Context: an optimization exercise on an open-source flow, tuned for small area, a short achievable clock period and few clock cycles per item. The choices shown serve that exercise and are no tape-out recipe.
In this exercise RTL edits were held to simulation tests only and were not proved equivalent to the original.
No activity file was given, so power comes from the tool's default toggle rates.

===== design.v =====
`default_nettype none
module mem_stage (
    input  wire        clk,
    input  wire        rst_n,
    input  wire        req_valid,
    input  wire [2:0]  req_funct3,
    input  wire        req_is_store,
    input  wire [4:0]  req_rd,
    input  wire [31:0] req_base,
    input  wire [11:0] req_imm,
    input  wire [31:0] req_store_data,
    output wire        rsp_valid,
    output wire [4:0]  rsp_rd,
    output wire [31:0] rsp_load_data,
    output wire        rsp_fault,
    output wire        rsp_was_store
);
    wire [9:0] addr = req_base[9:0] + req_imm[9:0];  
    logic bad_code, misaligned, fault;
    always_comb begin
        bad_code   = 1'b0;
        misaligned = 1'b0;
        case (req_funct3)
            3'd0: ;
            3'd4: bad_code = req_is_store;
            3'd1: misaligned = addr[0];
            3'd5: begin bad_code = req_is_store; misaligned = addr[0]; end
            3'd2: misaligned = |addr[1:0];
            default: bad_code = 1'b1;
        endcase
    end
    assign fault = bad_code | misaligned;
    logic [3:0]  wstrobe;
    logic [31:0] wdata;
    always_comb begin
        case (req_funct3[1:0])
            2'd0: begin
                wdata   = {4{req_store_data[7:0]}};
                wstrobe = 4'b0001 << addr[1:0];
            end
            2'd1: begin
                wdata   = {2{req_store_data[15:0]}};
                wstrobe = addr[1] ? 4'b1100 : 4'b0011;
            end
            default: begin
                wdata   = req_store_data;
                wstrobe = 4'b1111;
            end
        endcase
    end
    logic        v1;
    logic [3:0]  we1;
    logic [31:0] wd1;
    logic [7:0]  wa1;
    logic [1:0]  off1;
    logic [2:0]  f3_1;
    logic        ld_ok1, fault1, st1;
    logic [4:0]  rd1;
    always_ff @(posedge clk) begin
        if (!rst_n) begin
            v1  <= 1'b0;
            we1 <= 4'b0;
        end else begin
            v1  <= req_valid;
            we1 <= (req_valid & req_is_store & ~fault) ? wstrobe : 4'b0;
        end
    end
    always_ff @(posedge clk) begin
        wd1    <= wdata;
        wa1    <= addr[9:2];
        off1   <= addr[1:0];
        f3_1   <= req_funct3;
        ld_ok1 <= ~req_is_store & ~fault;
        fault1 <= fault;
        st1    <= req_is_store;
        rd1    <= req_rd;
    end
    logic [15:0] sel_lo, sel_hi;
    logic [255:0] wl;  
    always_comb begin
        sel_lo = 16'b0; sel_lo[wa1[3:0]] = 1'b1;
        sel_hi = 16'b0; sel_hi[wa1[7:4]] = 1'b1;
    end
    logic [31:0] mem [256];
    logic [31:0] rword;
    genvar gw;
    generate
        for (gw = 0; gw < 256; gw++) begin : g_word
            assign wl[gw] = sel_lo[gw % 16] & sel_hi[gw / 16];
            always_ff @(posedge clk) begin
                if (wl[gw] & we1[0]) mem[gw][7:0]   <= wd1[7:0];
                if (wl[gw] & we1[1]) mem[gw][15:8]  <= wd1[15:8];
                if (wl[gw] & we1[2]) mem[gw][23:16] <= wd1[23:16];
                if (wl[gw] & we1[3]) mem[gw][31:24] <= wd1[31:24];
            end
        end
    endgenerate
    always_comb begin
        rword = 32'b0;
        for (int w = 0; w < 256; w++) rword = rword | ({32{wl[w]}} & mem[w]);
    end
    logic        v2;
    logic [31:0] rw2;
    logic [1:0]  off2;
    logic [2:0]  f3_2;
    logic        ld_ok2, fault2, st2;
    logic [4:0]  rd2;
    always_ff @(posedge clk) begin
        if (!rst_n) v2 <= 1'b0;
        else        v2 <= v1;
    end
    always_ff @(posedge clk) begin
        rw2    <= rword;
        off2   <= off1;
        f3_2   <= f3_1;
        ld_ok2 <= ld_ok1;
        fault2 <= fault1;
        st2    <= st1;
        rd2    <= rd1;
    end
    wire [7:0]  rbyte = rw2[{off2, 3'b000} +: 8];
    wire [15:0] rhalf = rw2[{off2[1], 4'b0000} +: 16];
    logic [31:0] ldata;
    always_comb begin
        case (f3_2)
            3'd0:    ldata = {{24{rbyte[7]}}, rbyte};
            3'd4:    ldata = {24'h0, rbyte};
            3'd1:    ldata = {{16{rhalf[15]}}, rhalf};
            3'd5:    ldata = {16'h0, rhalf};
            default: ldata = rw2;
        endcase
        if (!ld_ok2) ldata = 32'b0;
    end
    logic        v3;
    logic [31:0] ld3;
    logic        fault3, st3;
    logic [4:0]  rd3;
    always_ff @(posedge clk) begin
        if (!rst_n) v3 <= 1'b0;
        else        v3 <= v2;
    end
    always_ff @(posedge clk) begin
        ld3    <= ldata;
        fault3 <= fault2;
        st3    <= st2;
        rd3    <= rd2;
    end
    assign rsp_valid     = v3;
    assign rsp_rd        = rd3;
    assign rsp_load_data = ld3;
    assign rsp_fault     = fault3;
    assign rsp_was_store = st3;
endmodule
`default_nettype wire

===== config.mk =====
export PLATFORM = sky130hd
export DESIGN_NAME = mem_stage
export DESIGN_NICKNAME = mem_stage
export VERILOG_FILES = /design/flow/design.v
export SDC_FILE = /design/flow/constraint.sdc
export NUM_CORES = 4
export LEC_CHECK = 0
export CAP_MARGIN = 30
export CORE_MARGIN = 2
export CORE_UTILIZATION = 30
export PLACE_DENSITY = 0.38
export SLEW_MARGIN = 50
export SYNTH_MEMORY_MAX_BITS = 16384

===== constraint.sdc =====
create_clock -name core_clock -period 7.0 [get_ports {clk}]
set_input_delay 1.4000 -clock core_clock [delete_from_list [all_inputs] [get_ports {clk}]]
set_output_delay 1.4000 -clock core_clock [all_outputs]
set_load 0.01 [all_outputs]

===== run.sh =====
#!/bin/bash
# synth_recipe.tcl (not shown) runs the flow's synth.tcl, then flattens the netlist and writes it again
# the make line also repeats each setting of config.mk as NAME=value (left out here)
make -C /OpenROAD-flow-scripts/flow DESIGN_CONFIG=/design/flow/config.mk WORK_HOME=/design/flow/orfs CLKGATE_MAP_FILE= SYNTH_SCRIPT=/design/flow/synth_recipe.tcl finish

==> results.toml, run 1 <==
[status]
status = "no timing/DRC/antenna violations"

[timing]
final_max_slew_viol_count = 0
timing.max_slew.rel_slack_pct = 36.36
timing_worst_slew_pin_value_ps = 954.6
timing.fmax_ghz = 0.1675
hold_viol = 0
fin_skew_ps = 75.12
hold_slack_ps = 324.9
setup_slack_ps = 1030
final.setup.tns_ps = 0
setup_viol = 0
post-route-min-period_ps = 5970
rsz0062_at_grt = "no"
post-route-period-util_pct = 85.28

[clock_network]
cts_hold_repair.buffers = 0
cts_tree = "done"
cts_resized = 0
cts_clock_pin_slew_for_the_worst_setup_and_hold_paths_ps = 60
max-clock-path-buffers = 5
tritoncts.num_buffers = 914
cts_num_sinks = 8336
clock_latency_on_the_worst_skew_pair_ps = 1280
cts-htree-levels = 6
cts_root_buf = "sky130_fd_sc_hd__clkbuf_16"
cts_setup_buffers = 0

[power_and_ir_drop]
power.share.sequential_pct = 47.6
internal-power_w = 0.08513
power.total_w = 0.1180
combinationalPowerShare_pct = 11.3
static-leakage-power_nw = 117.7
power.ir.vdd_worst_v = 0.0002408
switching_power_w = 0.03287
portion_of_total_power_attributed_to_the_clock_network_pct = 41.1
power.share.switching_pct = 27.86
power.density_cell_area_mw_per_mm2 = 313.3

[grt]
grt_max_degree = 138
grt_pass1_wl_um = 2268000
first_global_vias = 192300
groute.usage.overall_pct = 33.83
grt_antenna_before_repair = 394
gr-total-overflow = 0

[layout]
nNetsFinal = 19520
most_used_cells_in_the_layout_excluding_fill_and_tap_cells = "sky130_fd_sc_hd__edfxtp_1 (8,192), sky130_fd_sc_hd__a22oi_1 (1,834), sky130_fd_sc_hd__buf_4 (1,204), sky130_fd_sc_hd__clkbuf_16 (930), sky130_fd_sc_hd__and3_1 (516)"
fillCellCount = 96910
layout-area-overhead-vs-synth_pct = 20.78
design_area_mm2 = 0.3766
most_common_cell_after_layout_fill_and_taps_aside = "sky130_fd_sc_hd__edfxtp_1"
drive_above_1_share_pct = 20.14

[worst_setup_path]
crit_arrival_ps = 7110
cp_common_cell = "sky130_fd_sc_hd__buf_4"
crit_path_cell_trace = "inv_1, ha_1, buf_4, and3b_1, a32oi_4, buf_12, a211oi_4, buf_4, a22oi_1, nand4_1, or4_1, nor4_1, buf_4, nand4_1"
timing.reg2reg.worst_path_depth = 14
timing_worst_setup_path_type = "reg -> reg"
cp-start-kind = "flip-flop"
required_ps = 8140
timing.critical_path.slowest_stage_cell = "sky130_fd_sc_hd__or4_1"
cp-end-kind = "flip-flop"
r2r_start = "wa1[0]$_DFF_P_"
reg2reg_to = "rw2[8]$_DFF_P_"
crit_path_max_incr_delay_ps = 860
worst-path-max-fanout = 19
regToRegSetupSlack_ps = 1030

[yosys]
synthDistinctLibCells = 95
synth.ff_latch_count = 8336
synth.avg_cell_area_um2 = 17.29
yosys_most_used_dff = "sky130_fd_sc_hd__edfxtp_1"
ys.warnings.count = 2
synth-edff-count = 8192
synthesis.nets = 18150
mappedNetlistArea_mm2 = 0.3119
share_of_synthesized_area_occupied_by_flip_flops_and_latches_pct = 79.81
async_reset_ff_share_pct = 0
syn-instance-count = 18040

[min_path]
whs_path_depth = 0
timing.hold.worst.class = "reg -> reg"
hp-start = "rd2[1]$_DFF_P_"
worst_case_hold_path_end_point = "rd3[1]$_DFF_P_"

[placed_design]
preCtsSetupSlack_ps = 1276
dp.final_hpwl_um = 1319000
post_place_instance_area_mm2 = 0.3463
port-buffer-count = 103
routabilityCongestion = 0.9715

[floorplanning]
standard_cell_rows = 374
core_area_mm2 = 1.037
die-height_um = 1024
dieArea_mm2 = 1.048
initial_core_util_pct = 30.09
die_width_um = 1024
io-pin-count = 128

[drt]
post_route_wl_um = 1837000
route.detailed.drc = 0
drt.antenna.violating_nets = 0
viasPerCell = 6.334
via_count = 216700
drt-pass1-iter-count = 10
detail_route.iter0.violations = 45810
route.detailed.wl_per_inst_um = 53.70

[run]
drv_cap = 0
routing by layer:
layer,global-route usage (%),part of all wire (%),vias up
met4,20.77,7.2,102
met2,48.31,42,17560
met3,10.79,12,3370
met1,44.74,39,116800
li1,-,-,78920
met5,0,0.036,-
sequential cells by signal, indices dropped and copies added, names as in the netlist:
name	flops
off1	2
st2	1
rd1	5
v1	1
rd2	5
v2	1
off2	2
fault3	1
we1	4
rd3	5
st1	1
mem	8192
st3	1
ld_ok2	1
fault1	1
f3_2	3
f3_1	3
v3	1
ld3	32
rw2	32
ld_ok1	1
wa1	8
fault2	1
wd1	32
worst max path at each step:
stage | from | slack, ps | to
6_report | wa1[0]$_DFF_P_ | 1030 | rw2[8]$_DFF_P_
5_1_grt | wa1[0]$_DFF_P_ | 960 | rw2[15]$_DFF_P_
4_1_cts | wa1[0]$_DFF_P_ | 1300 | rw2[28]$_DFF_P_
3_5_place_dp | wa1[0]$_DFF_P_ | 1280 | rw2[31]$_DFF_P_
3_3_place_gp | wa1[0]$_DFF_P_ | 770 | rw2[27]$_DFF_P_
2_1_floorplan | wd1[0]$_DFF_P_ | 2770 | mem[0][0]$_DFFE_PP_
Yosys cell counts (54+ instances only):
master | instances | area [um^2]
sky130_fd_sc_hd__a2111oi_0 | 167 | 1463
sky130_fd_sc_hd__buf_1 | 117 | 439.2
sky130_fd_sc_hd__buf_2 | 160 | 800.8
sky130_fd_sc_hd__clkbuf_1 | 1091 | 4095
sky130_fd_sc_hd__a22o_1 | 431 | 3775
sky130_fd_sc_hd__o21ai_0 | 203 | 1016
sky130_fd_sc_hd__or4_1 | 87 | 653.1
sky130_fd_sc_hd__o211ai_1 | 226 | 1697
sky130_fd_sc_hd__and4_1 | 117 | 1025
sky130_fd_sc_hd__nand3_1 | 479 | 2397
sky130_fd_sc_hd__nor4_1 | 142 | 888.4
sky130_fd_sc_hd__nor2_1 | 361 | 1355
sky130_fd_sc_hd__a32oi_1 | 158 | 1384
sky130_fd_sc_hd__a21boi_0 | 54 | 405.4
sky130_fd_sc_hd__inv_1 | 109 | 409.1
sky130_fd_sc_hd__nor3_1 | 79 | 395.4
sky130_fd_sc_hd__and2_1 | 525 | 3284
sky130_fd_sc_hd__nand2_1 | 502 | 1884
sky130_fd_sc_hd__a21oi_1 | 174 | 870.8
sky130_fd_sc_hd__a221oi_1 | 219 | 1918
sky130_fd_sc_hd__dfxtp_1 | 144 | 2883
sky130_fd_sc_hd__o22ai_1 | 176 | 1101
sky130_fd_sc_hd__nand4_1 | 450 | 2815
sky130_fd_sc_hd__o221ai_1 | 76 | 665.6
sky130_fd_sc_hd__and3_1 | 677 | 4235
sky130_fd_sc_hd__a211oi_1 | 61 | 457.9
sky130_fd_sc_hd__edfxtp_1 | 8192 | 246000
sky130_fd_sc_hd__a22oi_1 | 1859 | 13960
sky130_fd_sc_hd__o2111ai_1 | 107 | 937.2
sky130_fd_sc_hd__a222oi_1 | 379 | 3794
layout make-up:
| class | count | area [um^2] | area share [%] |
|---|---|---|---|
| diodes | 314 | 785.8 | 0.2086 |
| clock buffers | 1191 | 24460 | 6.495 |
| clock inverters | 487 | 4405 | 1.170 |
| inverters | 112 | 420.4 | 0.1116 |
| multi-input cells | 8216 | 61900 | 16.43 |
| flip-flops and latches | 8336 | 249100 | 66.13 |
| well taps | 13720 | 17170 | 4.559 |
| repair buffers | 1836 | 18440 | 4.896 |
logic make-up (layout without fill, tap and decap cells):
group | Yosys count | after routing | synth area share [%]
buffers and inverters | 1488 | 3626 | 1.868
xor gates and xnor gates | 12 | 12 | 0.03370
adders and majority gates | 18 | 18 | 0.07462
other | 0 | 314 | 0
AOI/OAI and AO/OA | 4612 | 4612 | 11.71
DFF | 8336 | 8336 | 79.81
muxes | 31 | 31 | 0.1075
and+or+nand+nor | 3543 | 3543 | 6.402
worst max-delay path, delay by kind of cell (launching register included):
| family | cells | cell delay, ps |
|---|---|---|
| simple gates | 5 | 1930 |
| flops | 1 | 670 |
| buf+inv | 5 | 1380 |
| fa+ha+maj | 1 | 400 |
| compound gates | 3 | 1280 |
power by group through the flow:
stage,registers (W),clock network [W],logic [W]
finish,0.0562,0.0485,0.0133
global route,0.0562,0.0503,0.0129
CTS,0.0562,0.0486,0.0126
detailed placement,0.0572,0,0.0126
global placement,0.0573,0,0.0120
floorplan,0.0572,0,0.00349
stage by stage:
| stage | util, % | std cells |
|---|---|---|
| 4_1_cts | 36.19 | 33870 |
| 2_1_floorplan | - | 18040 |
| 5_1_grt | 36.28 | 33990 |
| 3_5_place_dp | 33.41 | 32190 |
| 3_3_place_gp | 32.82 | 31890 |
| 6_report | 36.34 | 34220 |
Testbench counts, summed over its fixed seeds: cycles 12,008, items 12,000.
==> run 2: changes to the inputs <==
--- a/design.v
+++ b/design.v
@@ -51,7 +51,7 @@
     logic        v1;
     logic [3:0]  we1;
     logic [31:0] wd1;
-    logic [7:0]  wa1;
+    logic [15:0] sel_lo, sel_hi;  
     logic [1:0]  off1;
     logic [2:0]  f3_1;
     logic        ld_ok1, fault1, st1;
@@ -67,7 +67,8 @@
     end
     always_ff @(posedge clk) begin
         wd1    <= wdata;
-        wa1    <= addr[9:2];
+        sel_lo <= 16'b1 << addr[5:2];
+        sel_hi <= 16'b1 << addr[9:6];
         off1   <= addr[1:0];
         f3_1   <= req_funct3;
         ld_ok1 <= ~req_is_store & ~fault;
@@ -75,12 +76,7 @@
         st1    <= req_is_store;
         rd1    <= req_rd;
     end
-    logic [15:0] sel_lo, sel_hi;
     logic [255:0] wl;  
-    always_comb begin
-        sel_lo = 16'b0; sel_lo[wa1[3:0]] = 1'b1;
-        sel_hi = 16'b0; sel_hi[wa1[7:4]] = 1'b1;
-    end
     logic [31:0] mem [256];
     logic [31:0] rword;
     genvar gw;
--- a/config.mk
+++ b/config.mk
@@ -5,9 +5,13 @@
 export SDC_FILE = /design/flow/constraint.sdc
 export NUM_CORES = 4
 export LEC_CHECK = 0
+export ABC_CLOCK_PERIOD_IN_PS = 3000
 export CAP_MARGIN = 30
 export CORE_MARGIN = 2
-export CORE_UTILIZATION = 30
-export PLACE_DENSITY = 0.38
+export CORE_UTILIZATION = 55
+export CTS_CLUSTER_DIAMETER = 100
+export CTS_CLUSTER_SIZE = 30
+export PLACE_DENSITY = 0.65
+export SETUP_SLACK_MARGIN = 3.6
 export SLEW_MARGIN = 50
 export SYNTH_MEMORY_MAX_BITS = 16384
==> run 2 against run 1 <==
  * The flow now stops in global routing
  * Synthesized cell count is 4.7% lower
  * Area after synthesis is 1.2% lower
==> results.toml, run 2 <==
[placed_design]
preCtsSetupSlack_ps = 2565
routabilityCongestion = 1.210
dp.final_hpwl_um = 1468000
port-buffer-count = 103
numPlacedInstances = 24890

[grt]
grt_max_degree = 142
groute.usage.overall_pct = 81.39
gr-total-overflow = 5

[status]
run.stop_error = "[ERROR GRT-0232] Routing congestion too high. Check the congestion heatmap in the GUI."
stop_stage = "global routing"
status = "stopped before the end"

[floorplanning]
die-height_um = 752.6
standard_cell_rows = 274
initial_core_util_pct = 55.29
die_width_um = 752.6
io-pin-count = 128

[yosys]
yosys_most_used_dff = "sky130_fd_sc_hd__edfxtp_1"
synth-edff-count = 8192
synthesis.nets = 17300
mappedNetlistArea_mm2 = 0.3082
synthDistinctLibCells = 69
async_reset_ff_share_pct = 0
synth.top_cell.area_share_pct = 79.81
post_synth_main_area_contributors = "sky130_fd_sc_hd__edfxtp_1 (80%), sky130_fd_sc_hd__a22oi_1 (4.7%), sky130_fd_sc_hd__and3_1 (2.6%)"
ys_top_cells_by_count = "sky130_fd_sc_hd__edfxtp_1 (8,192), sky130_fd_sc_hd__a22oi_1 (1,916), sky130_fd_sc_hd__and3_1 (1,294)"
synth.avg_cell_area_um2 = 17.92
synth.ff_latch_count = 8360
synthDominantAreaCellType = "sky130_fd_sc_hd__edfxtp_1"
share_of_synthesized_area_occupied_by_flip_flops_and_latches_pct = 80.90
synth.most_common_cell = "sky130_fd_sc_hd__edfxtp_1"
syn-instance-count = 17200
ys.warnings.count = 2

[clock_network]
cts_hold_repair.buffers = 0
cts-htree-levels = 5
cts_num_sinks = 8360
max-clock-path-buffers = 4
cts_root_buf = "sky130_fd_sc_hd__clkbuf_16"
tritoncts.num_buffers = 317
run 2: cell count changes after synthesis, sizes merged, moves of 164 or more:
| cell | before | now |
|---|---|---|
| a22o | 431 | 846 |
| nor2 | 362 | 112 |
| nand2 | 502 | 203 |
| o21ai | 215 | 51 |
| and2 | 525 | 266 |
| and3 | 677 | 1294 |
| a32oi | 164 | 0 |
| nand3 | 479 | 299 |
| o211ai | 228 | 28 |
| a221oi | 224 | 684 |
run 2: cells by family after synthesis:
group	Yosys count	synth area share, %
compound gates	4396	11.45
mux	32	0.1120
buf+inv	1464	1.826
xor+xnor	12	0.03410
simple gates	2926	5.626
fa+ha+maj	10	0.04303
flops	8360	80.90
run 2: power by group through the flow:
stage	Sequential, W	Clock, W	Combinational [W]
2_1_floorplan	0.0572	0	0.00259
4_1_cts	0.0562	0.0238	0.0108
3_5_place_dp	0.0575	0	0.00946
3_3_place_gp	0.0577	0	0.00883
run 2: metal layers:
| metal | GRT usage (%) | GRT overflow |
|---|---|---|
| met1 | 81.71 | 0 |
| met2 | 88.79 | 1 |
| met3 | 75.98 | 3 |
| met4 | 77.75 | 1 |
| met5 | 62.62 | 0 |
run 2: worst min path at each step:
| stage | cells after the start | from | end |
|---|---|---|---|
| global placement | 0 | f3_1[0]$_DFF_P_ | f3_2[0]$_DFF_P_ |
| floorplan | 0 | f3_1[0]$_DFF_P_ | f3_2[0]$_DFF_P_ |
| detailed placement | 0 | ld_ok1$_DFF_P_ | ld_ok2$_DFF_P_ |
| CTS | 0 | ld_ok1$_DFF_P_ | ld_ok2$_DFF_P_ |
run 2: metrics by stage:
stage                     utilization, %  cell area, um^2
after global placement             58.31           325100
after detailed placement           59.36           330900
after floorplan                        -           308300
after CTS                          62.51           348400
run 2: repair_timing:
action                     4_1_cts
gates resized for setup        847
setup endpoints to repair       38
cloned                          30
setup buffers                  381
pin swaps                      278
Testbench counts of run 2, summed over its fixed seeds: cycles 12,008, items 12,000.
==> run 3: changes to the inputs <==
--- a/design.v
+++ b/design.v
@@ -78,7 +78,6 @@
     end
     logic [255:0] wl;  
     logic [31:0] mem [256];
-    logic [31:0] rword;
     genvar gw;
     generate
         for (gw = 0; gw < 256; gw++) begin : g_word
@@ -91,12 +90,15 @@
             end
         end
     endgenerate
+    logic [3:0][31:0] part;
     always_comb begin
-        rword = 32'b0;
-        for (int w = 0; w < 256; w++) rword = rword | ({32{wl[w]}} & mem[w]);
+        for (int q = 0; q < 4; q++) begin
+            part[q] = 32'b0;
+            for (int w = 64 * q; w < 64 * q + 64; w++) part[q] = part[q] | ({32{wl[w]}} & mem[w]);
+        end
     end
     logic        v2;
-    logic [31:0] rw2;
+    logic [3:0][31:0] part2;
     logic [1:0]  off2;
     logic [2:0]  f3_2;
     logic        ld_ok2, fault2, st2;
@@ -106,7 +108,7 @@
         else        v2 <= v1;
     end
     always_ff @(posedge clk) begin
-        rw2    <= rword;
+        part2  <= part;
         off2   <= off1;
         f3_2   <= f3_1;
         ld_ok2 <= ld_ok1;
@@ -114,6 +116,7 @@
         st2    <= st1;
         rd2    <= rd1;
     end
+    wire [31:0] rw2 = part2[0] | part2[1] | part2[2] | part2[3];
     wire [7:0]  rbyte = rw2[{off2, 3'b000} +: 8];
     wire [15:0] rhalf = rw2[{off2[1], 4'b0000} +: 16];
     logic [31:0] ldata;
==> config.mk (replaced) <==
export PLATFORM = sky130hd
export DESIGN_NAME = mem_stage
export DESIGN_NICKNAME = mem_stage
export VERILOG_FILES = /design/flow/design.v
export SDC_FILE = /design/flow/constraint.sdc
export NUM_CORES = 4
export LEC_CHECK = 0
export ABC_CLOCK_PERIOD_IN_PS = 2500
export CAP_MARGIN = 30
export CORE_MARGIN = 2
export CORE_UTILIZATION = 55
export CTS_CLUSTER_DIAMETER = 80
export CTS_CLUSTER_SIZE = 25
export PLACE_DENSITY = 0.65
export SETUP_SLACK_MARGIN = 4.1
export SLEW_MARGIN = 50
export SYNTH_MEMORY_MAX_BITS = 16384
==> run 3 against run 2 <==
  * The run now finishes clean
  * Synthesized cell count increased by 1.6%
  * Area after synthesis increased by 0.87%
==> results.toml, run 3 <==
[layout]
most_common_cell_after_layout_fill_and_taps_aside = "sky130_fd_sc_hd__edfxtp_1"
number_of_flip_flops_in_the_largest_register = 8192
finalCoreUtilization_pct = 59.96
nNetsFinal = 17200
drive_above_1_share_pct = 9.049
regMostFlops = "mem"
layout-area-overhead-vs-synth_pct = 8.769
area.sequential_mm2 = 0.2516
total_area_of_multi_input_combinational_cells_mm2 = 0.05421
most_used_cells_in_the_layout_excluding_fill_and_tap_cells = "sky130_fd_sc_hd__edfxtp_1 (8,192), sky130_fd_sc_hd__a22oi_1 (2,735), sky130_fd_sc_hd__and3_1 (995), sky130_fd_sc_hd__clkbuf_16 (427)"
reg_top3 = "mem (8192), part2 (128)"
design_area_mm2 = 0.3381
fillCellCount = 40440

[grt]
gr-total-overflow = 0
grt_max_degree = 168
groute.usage.overall_pct = 35.56
first_global_vias = 171000
grt_antenna_before_repair = 74
grt_pass1_wl_um = 1421000

[min_path]
hp-start = "rd1[1]$_DFF_P_"
timing.hold.worst.class = "reg -> reg"

[timing]
post-route-min-period_ps = 3110
fin_skew_ps = 74.91
timing.max_slew.rel_slack_pct = 39.58
setup_viol = 0
timing.fmax_ghz = 0.3215
final_max_slew_viol_count = 0
rsz0062_at_grt = "yes"
hold_viol = 0
final.setup.tns_ps = 0
timing_worst_slew_pin_value_ps = 899.6
post-route-period-util_pct = 44.43

[worst_setup_path]
critical_path.n_buffers_inverters = 1
required_ps = 5600
timing.critical_path.slowest_stage_cell = "sky130_fd_sc_hd__dfxtp_4"
worst-path-max-fanout = 1
r2r_start = "sel_lo[7]$_SDFF_PP0_"
crit_arrival_ps = 1710
worst_setup_path_startpoint = "ld3[1]$_SDFF_PN0_"
timing_worst_setup_path_type = "reg -> out"
crit_path_cell_trace = "buf_6"
cp-end-kind = "output port"
crit_path_max_incr_delay_ps = 480
cpLargestDelayFamily = "flip-flops"
cp-start-kind = "flip-flop"
regToRegSetupSlack_ps = 3930

[drt]
via_count = 189200
detail_route.iter0.violations = 38300
viasPerCell = 7.540
drt.antenna.violating_nets = 0
post_route_wl_um = 1057000
route.detailed.wl_per_inst_um = 42.12
drt-pass1-iter-count = 8
route.detailed.drc = 0

[clock_network]
cts_root_buf = "sky130_fd_sc_hd__clkbuf_16"
max-clock-path-buffers = 4
clock_latency_on_the_worst_skew_pair_ps = 1120
tritoncts.num_buffers = 405
cts_hold_repair.buffers = 0
cts_tree = "done"
cts_num_sinks = 8456
cts_clock_pin_slew_for_the_worst_setup_and_hold_paths_ps = 100
cts-htree-levels = 5

[status]
status = "no timing/DRC/antenna violations"

[yosys]
ys_top_cells_by_count = "sky130_fd_sc_hd__edfxtp_1 (8,192), sky130_fd_sc_hd__a22oi_1 (2,741), sky130_fd_sc_hd__and3_1 (1,063)"
synth.avg_cell_area_um2 = 17.79
synth.most_common_cell = "sky130_fd_sc_hd__edfxtp_1"
synthesis.nets = 17570
synth.ff_latch_count = 8456
yosys_most_used_dff = "sky130_fd_sc_hd__edfxtp_1"
ys.warnings.count = 2
share_of_synthesized_area_occupied_by_flip_flops_and_latches_pct = 80.83
post_synth_main_area_contributors = "sky130_fd_sc_hd__edfxtp_1 (79%), sky130_fd_sc_hd__a22oi_1 (6.6%), sky130_fd_sc_hd__and3_1 (2.1%)"
syn-instance-count = 17480
synth.top_cell.area_share_pct = 79.13
synth-edff-count = 8192
async_reset_ff_share_pct = 0
synthDominantAreaCellType = "sky130_fd_sc_hd__edfxtp_1"
mappedNetlistArea_mm2 = 0.3109
synthDistinctLibCells = 77

[power_and_ir_drop]
power.total_w = 0.09682
power.density_cell_area_mw_per_mm2 = 286.3
power.ir.vdd_worst_v = 0.0002341
static-leakage-power_nw = 102.7

[floorplanning]
core_area_mm2 = 0.5639
io-pin-count = 128
initial_core_util_pct = 55.13
die-height_um = 755.8
die_width_um = 755.8
dieArea_mm2 = 0.5713
standard_cell_rows = 276

[placed_design]
dp.final_hpwl_um = 634800
port-buffer-count = 103
post_place_instance_area_mm2 = 0.3220
routabilityCongestion = 0.9583

[run]
drv_cap = 0
run 3: kinds of logic (layout without fill, tap and decap cells):
group / count (synthesis) / after routing / synth area share [%]
simple gates: 2432 / 2432 / 4.548
fa+ha+maj: 10 / 10 / 0.04266
compound gates: 5006 / 5006 / 12.37
mux: 29 / 29 / 0.1038
flops: 8456 / 8456 / 80.83
xor+xnor: 18 / 18 / 0.05071
other cells: 0 / 175 / 0
buf+inv: 1525 / 1465 / 2.062
run 3: final timing paths:
| path | endpoint | cells past startpoint |
|---|---|---|
| setup reg to reg | part2[0]$_DFF_P_ | 8 |
| setup / recovery | rsp_load_data[1] | 1 |
| hold / removal | rd2[1]$_DFF_P_ | 0 |
| hold reg to reg | rd2[1]$_DFF_P_ | 0 |
run 3: metrics by stage:
| step | hold slack, ps | instances | setup WS (ps) |
|---|---|---|---|
| 2_1_floorplan | 309.6 | 17480 | 4074 |
| 3_3_place_gp | 310.1 | 24030 | 3131 |
| 3_5_place_dp | 312.1 | 24100 | 3174 |
| 4_1_cts | 331.5 | 24840 | 3870 |
| 5_1_grt | 335.0 | 25020 | 3880 |
| 6_report | 322.0 | 25100 | 3890 |
run 3: cell type report:
type | instances | area share, %
clock buffers | 603 | 3.287
multi-input cells | 7495 | 16.03
clock inverters | 120 | 0.5506
repair buffers | 701 | 2.740
diodes | 175 | 0.1295
flip-flops and latches | 8456 | 74.41
well taps | 7506 | 2.777
inverters | 41 | 0.08066
run 3: repair_timing:
action / CTS / global route
pin swaps: 18 / 30
gates resized for setup: 344 / 131
setup buffers: 23 / 33
cloned: 0 / 17
endpoints found under the setup margin: 510 / 273
hold endpoints to repair: 0 / 0
run 3: report_power, final:
group / total, W / internal (W) / switching, W
registers: 0.0571 / 0.0561 / 0.00105
logic: 0.0113 / 0.00292 / 0.00837
clock network: 0.0284 / 0.0121 / 0.0163
total: 0.0968 / 0.0711 / 0.0257
run 3: routing by layer:
| metal | track usage, % | vias up | share of wire (%) |
|---|---|---|---|
| met5 | 0 | - | 0.057 |
| met4 | 14.71 | 49 | 4.6 |
| met3 | 11.36 | 2107 | 16 |
| met2 | 50.73 | 17050 | 44 |
| met1 | 50.98 | 97090 | 35 |
| li1 | - | 72950 | - |
Testbench counts of run 3, summed over its fixed seeds: cycles 12,008, items 12,000.
==> run 4: changes to the inputs <==
--- a/config.mk
+++ b/config.mk
@@ -8,10 +8,10 @@
 export ABC_CLOCK_PERIOD_IN_PS = 2500
 export CAP_MARGIN = 30
 export CORE_MARGIN = 2
-export CORE_UTILIZATION = 55
+export CORE_UTILIZATION = 62
 export CTS_CLUSTER_DIAMETER = 80
 export CTS_CLUSTER_SIZE = 25
-export PLACE_DENSITY = 0.65
+export PLACE_DENSITY = 0.72
 export SETUP_SLACK_MARGIN = 4.1
 export SLEW_MARGIN = 50
 export SYNTH_MEMORY_MAX_BITS = 16384
==> run 4 against run 3 <==
  * Still clean on timing, DRC and antenna
  * Core utilization up 6.9 points
  * First-iteration DRC count rose by 14%
  * Hold slack improved by 2.1 ps
  * Sequential share of layout area increased by 0.77 points
  * Fmax is 8.2% lower
  * Clock skew is 26 ps lower
  * Combinational power decreased by 6%
  * Final area fell by 1.0%
  * Area after synthesis stayed put
  * Critical endpoint is now part2[117]$_DFF_P_
==> results.toml, run 4 <==
[power_and_ir_drop]
power.density_cell_area_mw_per_mm2 = 283.4
static-leakage-power_nw = 101.7
power.ir.vdd_worst_v = 0.0002884

[yosys]
mappedNetlistArea_mm2 = 0.3109
synth-edff-count = 8192
syn-instance-count = 17480
synthDistinctLibCells = 77
yosys_most_used_dff = "sky130_fd_sc_hd__edfxtp_1"
async_reset_ff_share_pct = 0
post_synth_main_area_contributors = "sky130_fd_sc_hd__edfxtp_1 (79%), sky130_fd_sc_hd__a22oi_1 (6.6%), sky130_fd_sc_hd__and3_1 (2.1%)"
share_of_synthesized_area_occupied_by_flip_flops_and_latches_pct = 80.83
synth.avg_cell_area_um2 = 17.79
synthesis.nets = 17570
synth.most_common_cell = "sky130_fd_sc_hd__edfxtp_1"
synth.top_cell.area_share_pct = 79.13
synthDominantAreaCellType = "sky130_fd_sc_hd__edfxtp_1"
ys_top_cells_by_count = "sky130_fd_sc_hd__edfxtp_1 (8,192), sky130_fd_sc_hd__a22oi_1 (2,741), sky130_fd_sc_hd__and3_1 (1,063)"
ys.warnings.count = 2
synth.ff_latch_count = 8456

[layout]
layout-area-overhead-vs-synth_pct = 7.669
total_area_of_multi_input_combinational_cells_mm2 = 0.05401
reg_top3 = "mem (8192), part2 (128)"
number_of_flip_flops_in_the_largest_register = 8192
final-instance-count-excl-fill = 24070
nNetsFinal = 17140
regMostFlops = "mem"
fillCellCount = 32270
most_common_cell_after_layout_fill_and_taps_aside = "sky130_fd_sc_hd__edfxtp_1"
drive_above_1_share_pct = 8.269
most_used_cells_in_the_layout_excluding_fill_and_tap_cells = "sky130_fd_sc_hd__edfxtp_1 (8,192), sky130_fd_sc_hd__a22oi_1 (2,733), sky130_fd_sc_hd__and3_1 (1,009), sky130_fd_sc_hd__clkbuf_16 (409)"
area.sequential_mm2 = 0.2516

[drt]
via_count = 191100
detail_route.iter0.violations = 43580
drt-pass1-iter-count = 13
post_route_wl_um = 1044000
route.detailed.drc = 0
viasPerCell = 7.936
route.detailed.wl_per_inst_um = 43.37
drt.antenna.violating_nets = 0

[worst_setup_path]
crit_path_max_incr_delay_ps = 810
timing.critical_path.slowest_stage_cell = "sky130_fd_sc_hd__a222oi_1"
cpLargestDelayFamily = "compound AO/OA/AOI/OAI gates"
cp-start-kind = "flip-flop"
crit_path_cell_count = 6
required_ps = 7980
worst-path-max-fanout = 79
timing.reg2reg.worst_path_depth = 6
crit_path_cell_trace = "buf_12, a22oi_1, nand4_1, a222oi_1, nand4_1, a21o_1"
crit_arrival_ps = 4370
critical_path.n_buffers_inverters = 1
cp_common_cell = "sky130_fd_sc_hd__nand4_1"
cp-end-kind = "flip-flop"
timing_worst_setup_path_type = "reg -> reg"

[min_path]
whs_path_depth = 0
timing.hold.worst.class = "reg -> reg"

[placed_design]
dp.final_hpwl_um = 617700
routabilityCongestion = 0.9528
port-buffer-count = 103
numPlacedInstances = 23210

[clock_network]
tritoncts.num_buffers = 391
max-clock-path-buffers = 4
cts_tree = "done"
cts-htree-levels = 5
cts_num_sinks = 8456
cts_root_buf = "sky130_fd_sc_hd__clkbuf_16"
clock_latency_on_the_worst_skew_pair_ps = 1090
cts_clock_pin_slew_for_the_worst_setup_and_hold_paths_ps = 90
cts_hold_repair.buffers = 0

[run]
drv_cap = 0

[timing]
post-route-period-util_pct = 48.39
post-route-min-period_ps = 3387
final_max_slew_viol_count = 0
fin_skew_ps = 48.93
rsz0062_at_grt = "yes"
hold_viol = 0
setup_viol = 0
timing.fmax_ghz = 0.2952
timing_worst_slew_pin_value_ps = 978.5
final.setup.tns_ps = 0
timing.max_slew.rel_slack_pct = 34.77

[floorplanning]
io-pin-count = 128
die_width_um = 712.1
core_area_mm2 = 0.5003
die-height_um = 712.1
initial_core_util_pct = 62.14
dieArea_mm2 = 0.5071
standard_cell_rows = 260

[grt]
grt_pass1_wl_um = 1413000
grt_max_degree = 140
first_global_vias = 174000
groute.usage.overall_pct = 39.94
gr-total-overflow = 0
grt_antenna_before_repair = 76

[status]
status = "no timing/DRC/antenna violations"
==> run 4: cell count changes in the layout (fill, tap and decap cells not counted), moves of 14 or more <==
cell,delta
sky130_fd_sc_hd__clkbuf_1,+16
sky130_fd_sc_hd__bufbuf_16,+14
sky130_fd_sc_hd__buf_12,-50
sky130_fd_sc_hd__nor4_1,+20
sky130_fd_sc_hd__buf_8,+15
sky130_fd_sc_hd__and3_2,-14
sky130_fd_sc_hd__buf_4,-57
sky130_fd_sc_hd__bufinv_16,-18
sky130_fd_sc_hd__and3_1,+14
sky130_fd_sc_hd__diode_2,-111
sky130_fd_sc_hd__and2_2,-15
sky130_fd_sc_hd__buf_6,+52
sky130_fd_sc_hd__and2_1,+18
sky130_fd_sc_hd__clkbuf_16,-18
==> run 4: layout make-up <==
| type | count | area share [%] |
|---|---|---|
| Clock buffer | 605 | 3.255 |
| Clock inverter | 72 | 0.2299 |
| Sequential cell | 8456 | 75.17 |
| Inverter | 41 | 0.07737 |
| Multi-Input combinational cell | 7495 | 16.14 |
| Timing Repair Buffer | 660 | 2.582 |
| Antenna cell | 64 | 0.04785 |
| Tap cell | 6681 | 2.497 |
==> run 4: metrics by stage <==
step                      area, um^2  power, W  hold slack (ps)  setup WS, ps  utilization [%]
after CTS                     332800   0.09354            325.7          3851            66.52
final                         334700   0.09488            324.1          3613            66.90
after global routing          334600   0.09603            330.1          3847            66.87
after floorplan               311000   0.06245            309.6          4074                -
after global placement        318300   0.06767            310.2          3251            63.62
after detailed placement      319600   0.06793            312.1          3209            63.88
==> run 4: final timing paths <==
path              slack [ps]                 end            startpoint
setup / recovery        3610  part2[117]$_DFF_P_  sel_lo[3]$_SDFF_PP0_
hold / removal           320      rd3[0]$_DFF_P_        rd2[0]$_DFF_P_
setup reg to reg        3610  part2[117]$_DFF_P_  sel_lo[3]$_SDFF_PP0_
hold reg to reg          320      rd3[0]$_DFF_P_        rd2[0]$_DFF_P_
==> run 4: what timing repair did <==
item                                    CTS  global route
gates resized for setup                 399           148
gates cloned                             14             6
endpoints found under the hold margin     0             0
endpoints found under the setup margin  790           245
setup buffers                            40            28
pin swaps                                20            34
==> run 4: kinds of logic (layout without fill, tap and decap cells) <==
| kind of cell | Yosys count | in the layout | share of synthesized area, % |
|---|---|---|---|
| AOI/OAI and AO/OA | 5006 | 5006 | 12.37 |
| xor gates and xnor gates | 18 | 18 | 0.05071 |
| adders and majority gates | 10 | 10 | 0.04266 |
| buffers and inverters | 1525 | 1378 | 2.062 |
| DFF | 8456 | 8456 | 80.83 |
| muxes | 29 | 29 | 0.1038 |
| other | 0 | 64 | 0 |
| and+or+nand+nor | 2432 | 2432 | 4.548 |
==> run 4: metal layers <==
metal | wire [um] | track usage, % | share of wire (%)
met2 | 447100 | 57.02 | 43
met1 | 335700 | 54.93 | 32
met3 | 190800 | 13.79 | 18
met5 | 517 | 0.2262 | 0.050
met4 | 70050 | 20.89 | 6.7
==> run 4: power breakdown <==
part / switching (W) / leakage [nW] / internal, W
registers: 0.00149 / 75.2 / 0.0561
logic: 0.00786 / 20.9 / 0.00271
clock network: 0.0157 / 5.56 / 0.0110
total: 0.0250 / 102 / 0.0699

-- static timing again, ports no longer ideal --
The flow's constraints put no driver on any port. The routed layouts listed below were extracted and timed again, unchanged, in two steps. Step 1 (the two cells are an assumption about what drives the block):
set clk [get_ports {clk}]
set_driving_cell -lib_cell sky130_fd_sc_hd__clkbuf_16 $clk
set_driving_cell -lib_cell sky130_fd_sc_hd__buf_2 [delete_from_list [all_inputs] $clk]
Step 2 times the ports against the registers' clock, not the clock port: input delays grow and output delays shrink by t, the midpoint of the rising clock arrivals with the driver on. Three values: ideal ports, drivers, drivers and shift; two values: the first two.
| run | shift t [ns] | slack for setup (ns) | hold WS [ns] | worst data-port slew with drivers (ns) |
|---|---|---|---|---|
| run 1 | 1.405 | 1.030 / 1.030 / 1.030 | 0.325 / 0.325 / 0.325 | 0.05 |
| run 3 | 1.220 | 3.890 / 3.749 / 3.012 | 0.322 / 0.322 / 0.322 | 0.09 |
| run 4 | 1.184 | 3.613 / 3.613 / 3.227 | 0.324 / 0.324 / 0.324 | 0.04 |
After both steps every run listed still meets setup and hold. The setup slack of run 3, which loses most, moves by -0.141 ns with the drivers and by -0.878 ns with both steps.
